Context: an optimization exercise on an open-source flow, tuned for small area. The choices shown serve that exercise and are no tape-out recipe. At most, simulation tests tie the RTL to the original design; equivalence was not proved. No activity file was given, so power comes from the tool's default toggle rates.

==> inputs of 12-10 <==
==> flow/design.v <==
`default_nettype none
package stpm_pkg;
    localparam int Capacity = 64;
    localparam int IdxW     = $clog2(Capacity);
    localparam int CntW     = 7;
    typedef enum logic [2:0] {
        OP_INSERT     = 3'd0,
        OP_REMOVE     = 3'd1,
        OP_READ_ASC   = 3'd2,
        OP_READ_SIDE  = 3'd3,
        OP_READ_PRIME = 3'd4
    } op_t;
    typedef enum logic [1:0] {
        ST_OK        = 2'd0,
        ST_NOT_FOUND = 2'd1,
        ST_FULL      = 2'd2,
        ST_RANGE     = 2'd3
    } status_t;
    typedef enum logic [3:0] {
        S_IDLE,
        S_PRIME,
        S_SHIFT_UP,
        S_SEARCH,
        S_SHIFT_DN,
        S_PSCAN,
        S_READ,
        S_DONE
    } state_t;
    typedef struct packed {
        logic [2:0]  operation;
        logic [31:0] value;
        logic [5:0]  position;
    } in_word_t;
    typedef struct packed {
        logic [31:0] result_value;
        logic [6:0]  entry_count;
        logic [6:0]  prime_count;
        logic        value_is_prime;
        logic [1:0]  status;
    } out_word_t;
endpackage
`default_nettype wire
`default_nettype none
module sorted_table_with_prime_marks_unit (
    input  wire logic        clk,
    input  wire logic        rst_n,
    input  wire logic        in_valid,
    output wire logic        in_ready,
    input  wire logic [2:0]  in_operation,
    input  wire logic [31:0] in_value,
    input  wire logic [5:0]  in_position,
    output wire logic        out_valid,
    input  wire logic        out_ready,
    output wire logic [31:0] out_result_value,
    output wire logic [6:0]  out_entry_count,
    output wire logic [6:0]  out_prime_count,
    output wire logic        out_value_is_prime,
    output wire logic [1:0]  out_status
);
    localparam int Data = 1855;      
    localparam int Ring = Data + 3;  
    localparam int RecW = 28;
    localparam logic [3:0] S_CLEAR = 4'd0;
    localparam logic [3:0] S_IDLE  = 4'd1;
    localparam logic [3:0] S_PRIME = 4'd2;
    localparam logic [3:0] S_WAIT  = 4'd3;
    localparam logic [3:0] S_PASS1 = 4'd4;
    localparam logic [3:0] S_PASS2 = 4'd5;
    localparam logic [3:0] S_FLUSH = 4'd6;
    localparam logic [3:0] S_DONE  = 4'd7;
    localparam logic [3:0] S_RESP  = 4'd8;
    localparam logic [1:0] C_LT = 2'd0;
    localparam logic [1:0] C_EQ = 2'd1;
    localparam logic [1:0] C_GT = 2'd2;
    localparam logic [1:0] M_NORM  = 2'd0;
    localparam logic [1:0] M_EMIT  = 2'd1;
    localparam logic [1:0] M_DELAY = 2'd2;
    localparam logic [1:0] M_LOOK  = 2'd3;
    logic [Ring-1:0] ring;
    logic            y;
    logic            m;
    logic [RecW-1:0] t;
    logic            t_en;
    logic            t_in;
    logic [3:0]  state_reg, state_next;
    logic [10:0] ph_reg;
    logic [6:0]  fill_reg, fill_next;
    logic [6:0]  pcnt_reg, pcnt_next;
    logic [5:0]  hz_reg, hz_next;
    logic [6:0]  cnt_reg, cnt_next;
    logic        inrec_reg, inrec_next;
    logic [4:0]  bc_reg, bc_next;
    logic [1:0]  cmp_reg, cmp_next;
    logic        found_reg, found_next;
    logic [1:0]  mode_reg, mode_next;
    logic [1:0]  st_reg, st_next;
    logic        ip_reg, ip_next;
    logic [15:0] d_reg, d_next;
    logic [15:0] r_reg, r_next;
    logic [1:0]  qc_reg, qc_next;
    logic        is_ins, is_rem, is_asc, is_side, is_prm;
    logic        ph_last;
    logic        dt_last;
    logic        beyond;
    logic        pass_init;
    logic        tail;
    logic        vbit;
    logic [6:0]  target;
    logic        hit;
    logic        cnt_dn;
    logic [6:0]  cnt_stp;
    logic        cnt_one;
    logic [5:0]  hz_stp;
    logic [16:0] r2;
    logic [17:0] sub;
    logic        qb;
    logic        db;
    logic [15:0] rr;
    logic [1:0]  qcn;
    assign is_ins  = (in_operation == 3'd0);
    assign is_rem  = (in_operation == 3'd1);
    assign is_asc  = (in_operation == 3'd2);
    assign is_side = (in_operation == 3'd3);
    assign is_prm  = (in_operation == 3'd4);
    assign m       = ring[Ring-1];
    assign ph_last = (ph_reg == 11'(Ring - 1));
    assign dt_last = (ph_reg == 11'(Data - 1));
    assign tail    = (ph_reg >= 11'(Data - RecW));
    assign vbit    = in_value[bc_reg];
    assign target  = is_side ? {2'b0, in_position[5:1]} : {1'b0, in_position};
    assign cnt_dn  = (state_reg == S_PASS2) || (is_side && in_position[0]);
    assign cnt_stp = cnt_reg + (cnt_dn ? 7'h7f : 7'h01);
    assign hit     = (cnt_stp == target);
    assign r2  = {r_reg, vbit};
    assign sub = {1'b0, r2} - {2'b0, d_reg};
    assign qb  = ~sub[17];
    assign rr  = qb ? sub[15:0] : r2[15:0];
    assign db  = ~bc_reg[4] & d_reg[bc_reg[3:0]];
    always_comb
    begin
        qcn = qc_reg;
        if (qc_reg == C_EQ && qb != db)
            qcn = qb ? C_GT : C_LT;
    end
    always_ff @(posedge clk)
    begin
        ring <= {ring[Ring-2:0], y};
        if (t_en)
            t <= {t[RecW-2:0], t_in};
    end
    assign t_en = (state_reg != S_DONE) && (state_reg != S_RESP);
    assign t_in = m && (((state_reg == S_PASS1) && (is_asc || is_side || is_prm))
                     || ((state_reg == S_PASS2) && is_ins));
    assign beyond = ({1'b0, in_position} >= fill_reg);
    assign cnt_one = (cnt_reg == 7'h7f);
    assign hz_stp  = hz_reg + 6'd1;
    always_ff @(posedge clk or negedge rst_n)
    begin
        if (!rst_n)
        begin
            state_reg <= S_CLEAR;
            ph_reg    <= '0;
            fill_reg  <= '0;
            pcnt_reg  <= '0;
        end
        else
        begin
            state_reg <= state_next;
            ph_reg    <= ph_last ? 11'd0 : ph_reg + 11'd1;
            fill_reg  <= fill_next;
            pcnt_reg  <= pcnt_next;
        end
    end
    always_ff @(posedge clk)
    begin
        hz_reg    <= hz_next;
        cnt_reg   <= cnt_next;
        inrec_reg <= inrec_next;
        bc_reg    <= bc_next;
        cmp_reg   <= cmp_next;
        found_reg <= found_next;
        mode_reg  <= mode_next;
        st_reg    <= st_next;
        ip_reg    <= ip_next;
        d_reg     <= d_next;
        r_reg     <= r_next;
        qc_reg    <= qc_next;
    end
    assign in_ready           = (state_reg == S_DONE);
    assign out_valid          = (state_reg == S_RESP);
    assign out_result_value   = {hz_reg, t[RecW-2:1]};
    assign out_entry_count    = fill_reg;
    assign out_prime_count    = pcnt_reg;
    assign out_value_is_prime = t[0] | ip_reg;
    assign out_status         = st_reg;
    always_comb
    begin
        state_next = state_reg;
        fill_next  = fill_reg;
        pcnt_next  = pcnt_reg;
        hz_next    = hz_reg;
        cnt_next   = cnt_reg;
        inrec_next = inrec_reg;
        bc_next    = bc_reg - 5'd1;
        cmp_next   = cmp_reg;
        found_next = found_reg;
        mode_next  = mode_reg;
        st_next    = st_reg;
        ip_next    = ip_reg;
        d_next     = d_reg;
        r_next     = (state_reg == S_PRIME && bc_reg != 5'd0) ? rr : '0;
        qc_next    = (state_reg == S_PRIME && bc_reg != 5'd0) ? qcn : C_EQ;
        y          = m;
        pass_init  = 1'b0;
        case (state_reg)
            S_CLEAR:
            begin
                y = 1'b0;
                if (ph_last)
                    state_next = S_IDLE;
            end
            S_IDLE:
            begin
                if (in_valid)
                begin
                    st_next    = 2'd0;
                    ip_next    = 1'b0;
                    cnt_next   = (is_side && in_position[0]) ? fill_reg : 7'h7f;
                    found_next = 1'b0;
                    state_next = S_WAIT;
                    bc_next    = 5'd31;
                    d_next     = 16'd2;
                    if (is_ins)
                    begin
                        if (fill_reg[6])
                        begin
                            st_next    = 2'd2;
                            state_next = S_FLUSH;
                        end
                        else if (~in_value[31] && (|in_value[30:1]))
                        begin
                            ip_next    = 1'b1;
                            state_next = S_PRIME;
                        end
                    end
                    else if (is_asc || is_side)
                    begin
                        if (beyond)
                        begin
                            st_next    = 2'd3;
                            state_next = S_FLUSH;
                        end
                    end
                    else if (!is_rem && !is_prm)
                    begin
                        state_next = S_FLUSH;
                    end
                    if (state_next == S_WAIT && ph_last)
                    begin
                        state_next = S_PASS1;
                        pass_init  = 1'b1;
                    end
                end
            end
            S_PRIME:
            begin
                if (bc_reg == 5'd0)
                begin
                    if (qcn == C_LT)
                    begin
                        state_next = S_WAIT;
                    end
                    else if (rr == '0)
                    begin
                        ip_next    = 1'b0;
                        state_next = S_WAIT;
                    end
                    else
                    begin
                        d_next  = {d_reg[15:1] + 15'(d_reg[0]), 1'b1};
                    end
                end
            end
            S_WAIT:
            begin
                if (ph_last)
                begin
                    state_next = found_reg ? S_PASS2 : S_PASS1;
                    pass_init  = 1'b1;
                end
            end
            S_PASS1, S_PASS2:
            begin
                if (!inrec_reg)
                begin
                    if (m)
                    begin
                        inrec_next = 1'b1;
                        bc_next    = 5'd25;
                        if ($signed(hz_reg) < $signed(in_value[31:26]))
                            cmp_next = C_LT;
                        else if (hz_reg == in_value[31:26])
                            cmp_next = C_EQ;
                        else
                            cmp_next = C_GT;
                    end
                    else
                    begin
                        hz_next = hz_stp;
                    end
                end
                else if (bc_reg != 5'd31)
                begin
                    if (cmp_reg == C_EQ && m != vbit)
                        cmp_next = m ? C_GT : C_LT;
                end
                else
                begin
                    inrec_next = 1'b0;
                    if (state_reg == S_PASS2)
                    begin
                        cnt_next = cnt_stp;
                    end
                    else if (is_ins)
                    begin
                        if (cmp_reg != C_GT)
                            cnt_next = cnt_stp;
                    end
                    else if (is_rem)
                    begin
                        if (cmp_reg == C_LT)
                            cnt_next = cnt_stp;
                        if (cmp_reg == C_EQ && !found_reg)
                        begin
                            found_next = 1'b1;
                            fill_next  = fill_reg - 7'd1;
                            pcnt_next  = pcnt_reg - 7'(m);
                        end
                    end
                    else if (!is_prm || m)
                    begin
                        cnt_next = cnt_stp;
                        if (hit)
                            state_next = S_DONE;
                    end
                end
                if (state_reg == S_PASS2)
                begin
                    case (mode_reg)
                        M_NORM:
                        begin
                            if (is_ins && !inrec_reg && cnt_one
                                && hz_reg == in_value[31:26])
                            begin
                                y          = 1'b1;
                                mode_next  = M_EMIT;
                                inrec_next = 1'b1;
                                bc_next    = 5'd25;
                            end
                            else if (is_rem && !inrec_reg && m && cnt_one)
                            begin
                                y         = ring[Ring-1-RecW];
                                mode_next = M_LOOK;
                            end
                        end
                        M_EMIT:
                        begin
                            y = (bc_reg == 5'd31) ? ip_reg : vbit;
                            if (bc_reg == 5'd31)
                                mode_next = M_DELAY;
                        end
                        M_DELAY:
                        begin
                            y = t[RecW-1];
                        end
                        default:
                        begin
                            y = ~tail & ring[Ring-1-RecW];
                        end
                    endcase
                end
                if (dt_last && state_next != S_DONE)
                begin
                    hz_next    = '0;
                    inrec_next = 1'b0;
                    mode_next  = M_NORM;
                    if (state_reg == S_PASS2)
                    begin
                        state_next = S_DONE;
                        if (is_ins)
                        begin
                            fill_next = fill_reg + 7'd1;
                            pcnt_next = pcnt_reg + 7'(ip_reg);
                        end
                    end
                    else if (is_ins || (is_rem && found_next))
                    begin
                        state_next = S_WAIT;
                        found_next = 1'b1;
                    end
                    else if (is_rem)
                    begin
                        state_next = S_DONE;
                        st_next    = 2'd1;
                    end
                    else
                    begin
                        state_next = S_FLUSH;
                        bc_next    = 5'd31;
                        st_next    = 2'd3;
                    end
                end
            end
            S_FLUSH:
            begin
                hz_next = '0;
                if (bc_reg == 5'd0)
                    state_next = S_DONE;
            end
            S_DONE:
            begin
                if (in_valid)
                    state_next = S_RESP;
            end
            S_RESP:
            begin
                if (out_ready)
                    state_next = S_IDLE;
            end
            default:
            begin
                state_next = S_IDLE;
            end
        endcase
        if (pass_init)
        begin
            hz_next    = 6'b100000;
            inrec_next = 1'b0;
            mode_next  = M_NORM;
        end
    end
endmodule
`default_nettype wire
==> flow/run.sh <==
#!/bin/bash
# synth_recipe.tcl (not shown) runs the flow's synth.tcl, then flattens the netlist and writes it again
# the make line also repeats each setting of config.mk as NAME=value (left out here)
make -C /OpenROAD-flow-scripts/flow DESIGN_CONFIG=/design/flow/config.mk WORK_HOME=/design/flow/orfs CLKGATE_MAP_FILE= SYNTH_SCRIPT=/design/flow/synth_recipe.tcl finish
==> flow/config.mk <==
export PLATFORM = sky130hd
export DESIGN_NAME = sorted_table_with_prime_marks_unit
export DESIGN_NICKNAME = sorted_table_with_prime_marks_unit
export VERILOG_FILES = /design/flow/design.v
export SDC_FILE = /design/flow/constraint.sdc
export NUM_CORES = 4
export LEC_CHECK = 0
export CAP_MARGIN = 20
export CORE_MARGIN = 2
export CORE_UTILIZATION = 60
export CTS_BUF_LIST = sky130_fd_sc_hd__clkbuf_16
export CTS_CLUSTER_DIAMETER = 60
export CTS_CLUSTER_SIZE = 32
export PLACE_DENSITY = 0.7
export SLEW_MARGIN = 20
==> flow/constraint.sdc <==
create_clock -name core_clock -period 14.0 [get_ports {clk}]
set_input_delay 2.8000 -clock core_clock [delete_from_list [all_inputs] [get_ports {clk}]]
set_output_delay 2.8000 -clock core_clock [all_outputs]
set_load 0.01 [all_outputs]
==> inputs of 12-17, as changes to 12-10 <==
Settings changed: ABC_AREA set to 1, CTS_CLUSTER_DIAMETER 60 to 70, CTS_CLUSTER_SIZE 32 to 36.
==> inputs of 06-03, as changes to 12-10 <==
==> flow/design.v, changed modules only <==
module sorted_table_with_prime_marks_unit (
    input  wire logic        clk,
    input  wire logic        rst_n,
    input  wire logic        in_valid,
    output wire logic        in_ready,
    input  wire logic [2:0]  in_operation,
    input  wire logic [31:0] in_value,
    input  wire logic [5:0]  in_position,
    output wire logic        out_valid,
    input  wire logic        out_ready,
    output wire logic [31:0] out_result_value,
    output wire logic [6:0]  out_entry_count,
    output wire logic [6:0]  out_prime_count,
    output wire logic        out_value_is_prime,
    output wire logic [1:0]  out_status
);
    localparam int Ring = 1855;      
    localparam int RecW = 28;
    localparam logic [3:0] S_CLEAR = 4'd0;
    localparam logic [3:0] S_IDLE  = 4'd1;
    localparam logic [3:0] S_PRIME = 4'd2;
    localparam logic [3:0] S_WAIT  = 4'd3;
    localparam logic [3:0] S_PASS1 = 4'd4;
    localparam logic [3:0] S_PASS2 = 4'd5;
    localparam logic [3:0] S_FLUSH = 4'd6;
    localparam logic [3:0] S_DONE  = 4'd7;
    localparam logic [3:0] S_RESP  = 4'd8;
    localparam logic [1:0] C_LT = 2'd0;
    localparam logic [1:0] C_EQ = 2'd1;
    localparam logic [1:0] C_GT = 2'd2;
    localparam logic [1:0] M_NORM  = 2'd0;
    localparam logic [1:0] M_EMIT  = 2'd1;
    localparam logic [1:0] M_DELAY = 2'd2;
    localparam logic [1:0] M_LOOK  = 2'd3;
    logic [Ring-1:0] ring;
    logic            y;
    logic            m;
    logic [RecW-1:0] t;
    logic            t_en;
    logic            t_in;
    logic [3:0]  state_reg, state_next;
    logic [10:0] ph_reg;
    logic [6:0]  fill_reg, fill_next;
    logic [6:0]  pcnt_reg, pcnt_next;
    logic [5:0]  hz_reg, hz_next;
    logic [6:0]  cnt_reg, cnt_next;
    logic        inrec_reg, inrec_next;
    logic [4:0]  bc_reg, bc_next;
    logic [1:0]  cmp_reg, cmp_next;
    logic        found_reg, found_next;
    logic [1:0]  mode_reg, mode_next;
    logic [1:0]  st_reg, st_next;
    logic        ip_reg, ip_next;
    logic [15:0] d_reg, d_next;
    logic [15:0] r_reg, r_next;
    logic [1:0]  qc_reg, qc_next;
    logic        is_ins, is_rem, is_asc, is_side, is_prm;
    logic        ph_last;
    logic        tail;
    logic        vbit;
    logic [6:0]  target;
    logic        hit;
    logic [16:0] r2;
    logic [17:0] sub;
    logic        qb;
    logic        db;
    logic [15:0] rr;
    logic [1:0]  qcn;
    assign is_ins  = (in_operation == 3'd0);
    assign is_rem  = (in_operation == 3'd1);
    assign is_asc  = (in_operation == 3'd2);
    assign is_side = (in_operation == 3'd3);
    assign is_prm  = (in_operation == 3'd4);
    assign m       = ring[Ring-1];
    assign ph_last = (ph_reg == 11'(Ring - 1));
    assign tail    = (ph_reg >= 11'(Ring - RecW));
    assign vbit    = in_value[bc_reg];
    always_comb
    begin
        if (is_prm)
            target = {1'b0, in_position};
        else if (is_side && in_position[0])
            target = fill_reg - 7'd1 - {2'b0, in_position[5:1]};
        else if (is_side)
            target = {2'b0, in_position[5:1]};
        else
            target = {1'b0, in_position};
    end
    assign hit = (cnt_reg == target);
    assign r2  = {r_reg, vbit};
    assign sub = {1'b0, r2} - {2'b0, d_reg};
    assign qb  = ~sub[17];
    assign rr  = qb ? sub[15:0] : r2[15:0];
    assign db  = ~bc_reg[4] & d_reg[bc_reg[3:0]];
    always_comb
    begin
        qcn = qc_reg;
        if (qc_reg == C_EQ && qb != db)
            qcn = qb ? C_GT : C_LT;
    end
    always_ff @(posedge clk)
    begin
        ring <= {ring[Ring-2:0], y};
        if (t_en)
            t <= {t[RecW-2:0], t_in};
    end
    assign t_en = (state_reg != S_DONE) && (state_reg != S_RESP);
    assign t_in = ((state_reg == S_PASS1) || (state_reg == S_PASS2)) && m;
    always_ff @(posedge clk or negedge rst_n)
    begin
        if (!rst_n)
        begin
            state_reg <= S_CLEAR;
            ph_reg    <= '0;
            fill_reg  <= '0;
            pcnt_reg  <= '0;
        end
        else
        begin
            state_reg <= state_next;
            ph_reg    <= ph_last ? 11'd0 : ph_reg + 11'd1;
            fill_reg  <= fill_next;
            pcnt_reg  <= pcnt_next;
        end
    end
    always_ff @(posedge clk)
    begin
        hz_reg    <= hz_next;
        cnt_reg   <= cnt_next;
        inrec_reg <= inrec_next;
        bc_reg    <= bc_next;
        cmp_reg   <= cmp_next;
        found_reg <= found_next;
        mode_reg  <= mode_next;
        st_reg    <= st_next;
        ip_reg    <= ip_next;
        d_reg     <= d_next;
        r_reg     <= r_next;
        qc_reg    <= qc_next;
    end
    assign in_ready           = (state_reg == S_DONE);
    assign out_valid          = (state_reg == S_RESP);
    assign out_result_value   = {hz_reg, t[RecW-2:1]};
    assign out_entry_count    = fill_reg;
    assign out_prime_count    = pcnt_reg;
    assign out_value_is_prime = t[0] | ip_reg;
    assign out_status         = st_reg;
    always_comb
    begin
        state_next = state_reg;
        fill_next  = fill_reg;
        pcnt_next  = pcnt_reg;
        hz_next    = hz_reg;
        cnt_next   = cnt_reg;
        inrec_next = inrec_reg;
        bc_next    = bc_reg - 5'd1;
        cmp_next   = cmp_reg;
        found_next = found_reg;
        mode_next  = mode_reg;
        st_next    = st_reg;
        ip_next    = ip_reg;
        d_next     = d_reg;
        r_next     = r_reg;
        qc_next    = qc_reg;
        y          = m;
        case (state_reg)
            S_CLEAR:
            begin
                y = 1'b0;
                if (ph_last)
                    state_next = S_IDLE;
            end
            S_IDLE:
            begin
                if (in_valid)
                begin
                    st_next    = 2'd0;
                    ip_next    = 1'b0;
                    state_next = S_WAIT;
                    bc_next    = 5'd31;
                    d_next     = 16'd2;
                    r_next     = '0;
                    qc_next    = C_EQ;
                    if (is_ins)
                    begin
                        if (fill_reg[6])
                        begin
                            st_next    = 2'd2;
                            state_next = S_FLUSH;
                        end
                        else if (~in_value[31] && (|in_value[30:1]))
                        begin
                            ip_next    = 1'b1;
                            state_next = S_PRIME;
                        end
                    end
                    else if (is_asc || is_side)
                    begin
                        if ({1'b0, in_position} >= fill_reg)
                        begin
                            st_next    = 2'd3;
                            state_next = S_FLUSH;
                        end
                    end
                    else if (!is_rem && !is_prm)
                    begin
                        state_next = S_FLUSH;
                    end
                end
            end
            S_PRIME:
            begin
                r_next  = rr;
                qc_next = qcn;
                if (bc_reg == 5'd0)
                begin
                    if (qcn == C_LT)
                    begin
                        state_next = S_WAIT;
                    end
                    else if (rr == '0)
                    begin
                        ip_next    = 1'b0;
                        state_next = S_WAIT;
                    end
                    else
                    begin
                        d_next  = {d_reg[15:1] + 15'(d_reg[0]), 1'b1};
                        r_next  = '0;
                        qc_next = C_EQ;
                    end
                end
            end
            S_WAIT:
            begin
                if (ph_last)
                begin
                    state_next = S_PASS1;
                    hz_next    = 6'b100000;
                    inrec_next = 1'b0;
                    cnt_next   = '0;
                    found_next = 1'b0;
                    mode_next  = M_NORM;
                end
            end
            S_PASS1, S_PASS2:
            begin
                if (!inrec_reg)
                begin
                    if (m)
                    begin
                        inrec_next = 1'b1;
                        bc_next    = 5'd25;
                        if ($signed(hz_reg) < $signed(in_value[31:26]))
                            cmp_next = C_LT;
                        else if (hz_reg == in_value[31:26])
                            cmp_next = C_EQ;
                        else
                            cmp_next = C_GT;
                    end
                    else
                    begin
                        hz_next = hz_reg + 6'd1;
                    end
                end
                else if (bc_reg != 5'd31)
                begin
                    if (cmp_reg == C_EQ && m != vbit)
                        cmp_next = m ? C_GT : C_LT;
                end
                else
                begin
                    inrec_next = 1'b0;
                    if (state_reg == S_PASS2)
                    begin
                        cnt_next = cnt_reg - 7'd1;
                    end
                    else if (is_ins)
                    begin
                        if (cmp_reg != C_GT)
                            cnt_next = cnt_reg + 7'd1;
                    end
                    else if (is_rem)
                    begin
                        if (cmp_reg == C_LT)
                            cnt_next = cnt_reg + 7'd1;
                        if (cmp_reg == C_EQ && !found_reg)
                        begin
                            found_next = 1'b1;
                            fill_next  = fill_reg - 7'd1;
                            pcnt_next  = pcnt_reg - 7'(m);
                        end
                    end
                    else if (!is_prm || m)
                    begin
                        if (hit)
                            state_next = S_DONE;
                        else
                            cnt_next = cnt_reg + 7'd1;
                    end
                end
                if (state_reg == S_PASS2)
                begin
                    case (mode_reg)
                        M_NORM:
                        begin
                            if (is_ins && !inrec_reg && cnt_reg == '0
                                && hz_reg == in_value[31:26])
                            begin
                                y          = 1'b1;
                                mode_next  = M_EMIT;
                                inrec_next = 1'b1;
                                bc_next    = 5'd25;
                            end
                            else if (is_rem && !inrec_reg && m && cnt_reg == '0)
                            begin
                                y         = ring[Ring-1-RecW];
                                mode_next = M_LOOK;
                            end
                        end
                        M_EMIT:
                        begin
                            y = (bc_reg == 5'd31) ? ip_reg : vbit;
                            if (bc_reg == 5'd31)
                                mode_next = M_DELAY;
                        end
                        M_DELAY:
                        begin
                            y = t[RecW-1];
                        end
                        default:
                        begin
                            y = ~tail & ring[Ring-1-RecW];
                        end
                    endcase
                end
                if (ph_last && state_next != S_DONE)
                begin
                    hz_next    = 6'b100000;
                    inrec_next = 1'b0;
                    mode_next  = M_NORM;
                    if (state_reg == S_PASS2)
                    begin
                        state_next = S_FLUSH;
                        bc_next    = 5'd31;
                        if (is_ins)
                        begin
                            fill_next = fill_reg + 7'd1;
                            pcnt_next = pcnt_reg + 7'(ip_reg);
                        end
                    end
                    else if (is_ins || (is_rem && found_next))
                    begin
                        state_next = S_PASS2;
                    end
                    else
                    begin
                        state_next = S_FLUSH;
                        bc_next    = 5'd31;
                        st_next    = is_rem ? 2'd1 : 2'd3;
                    end
                end
            end
            S_FLUSH:
            begin
                hz_next = '0;
                if (bc_reg == 5'd0)
                    state_next = S_DONE;
            end
            S_DONE:
            begin
                if (in_valid)
                    state_next = S_RESP;
            end
            S_RESP:
            begin
                if (out_ready)
                    state_next = S_IDLE;
            end
            default:
            begin
                state_next = S_IDLE;
            end
        endcase
    end
endmodule
Settings changed: CORE_UTILIZATION 60 to 40, CTS_BUF_LIST sky130_fd_sc_hd__clkbuf_16 to unset, CTS_CLUSTER_DIAMETER 60 to unset, CTS_CLUSTER_SIZE 32 to unset, PLACE_DENSITY 0.7 to unset.
==> summary.txt <==
- In 06-03 the via count is larger than in 12-10, by 4.4%.
- Of 12-17 and 06-03, 06-03 has the higher non-clock buffer count (gap 3).
- Final area: 06-03 > 12-10 > 12-17.
- Fmax: 06-03 is lower than 12-17 (21%).
- The highest die area belongs to 06-03, the lowest to 12-10.
- Between 06-03 and 12-17, the lower flip-flop and latch count is in 06-03 (gap 3).
- First-iteration DRC count: 06-03 is larger than 12-10 (about 20%).
- The highest synthesized cell count belongs to 12-17, the lowest to 12-10.
- Global-route usage, highest first: 12-17, 12-10, 06-03.
- Worst hold slack: 12-17 < 06-03 < 12-10.
- The highest combinational power belongs to 06-03, the lowest to 12-10.
==> figures <==
metric                                                                       12-17                    06-03                    12-10
Result of the run                                          complete, no violations  complete, no violations  complete, no violations
GRT Max-Usage Layer                                                           met2                     met1                     met1
Count of clock buffers in the final design                                      72                      249                       87
Width of the chip                                                           281 um                   343 um                   280 um
Vertical extent of the die                                                  281 um                   343 um                   280 um
Avg Cell Area, Syn                                                        14.8 um2                 16.4 um2                 16.3 um2
WL met3                                                                    2450 um                  4590 um                  2380 um
Switching pwr                                                            0.00227 W                0.00266 W                0.00221 W
Clock skew                                                               0.0563 ns                0.0381 ns                0.0283 ns
Relative contribution of the clock network to total power                    0.276                    0.409                    0.319
Combinational group share of total power                                     0.094                    0.083                    0.068
Pin count of the biggest net entering global routing                            38                       35                       34
Number of buffers and inverters on the critical path                             4                        1                        2
Vias per cell                                                                 4.56                     4.12                     4.67
Timing endpoint of the critical path                                     d_reg[14]                d_reg[12]                 d_reg[1]
Final hold slack                                                          0.299 ns                 0.310 ns                 0.315 ns
Post-synthesis adder-cell area fraction                                     0.0144                   0.0154                   0.0146
HPWL after detailed placement                                            37,600 um                34,000 um                33,900 um
Fraction of standard cell area that is sequential                            0.802                    0.742                    0.800
Final critical path time including I/O delays and setup                    6.33 ns                  8.00 ns                  7.07 ns
Detail Route met2 WL                                                     28,000 um                21,400 um                24,500 um
Post-placement worst setup slack                                           7.04 ns                  5.30 ns                  6.36 ns
Count of state elements after synthesis                                      1,976                    1,973                    1,976
For 06-03, only the layout was checked, not whether the RTL still works.

-- afterwards: timing with drivers on the ports --
No port has a modelled driver above. Below, the same layouts with a new extraction and two added sets of constraints. Step 1 (the two cells are an assumption about what drives the block):
set clk [get_ports {clk}]
set_driving_cell -lib_cell sky130_fd_sc_hd__clkbuf_16 $clk
set_driving_cell -lib_cell sky130_fd_sc_hd__buf_2 [delete_from_list [all_inputs] $clk]
Step 2 moves the port delays by t, midway between the first and last clock arrival at a register: inputs arrive t later, outputs are due t later. That takes back most of the time a late clock gives input paths. Slacks: no drivers / after step 1 / after step 2; pairs: no drivers / after step 1.
run | t, ns | setup WS [ns] | worst setup path after step 2 | worst slew at a driven data input, ns | cell pins on the clock port's net
12-10 | 0.710 | 6.931 / 6.966 / 6.256 | input to register | 0.06 | 1
12-17 | 0.700 | 7.666 / 7.706 / 7.006 | input to register | 0.05 | 1
06-03 | 0.793 | 5.997 / 6.044 / 5.251 | input to register | 0.26 | 1
After both steps setup and hold are still met in every run listed. The setup slack of 06-03, which loses most, moves by +0.047 ns with the drivers and by -0.746 ns with both steps.
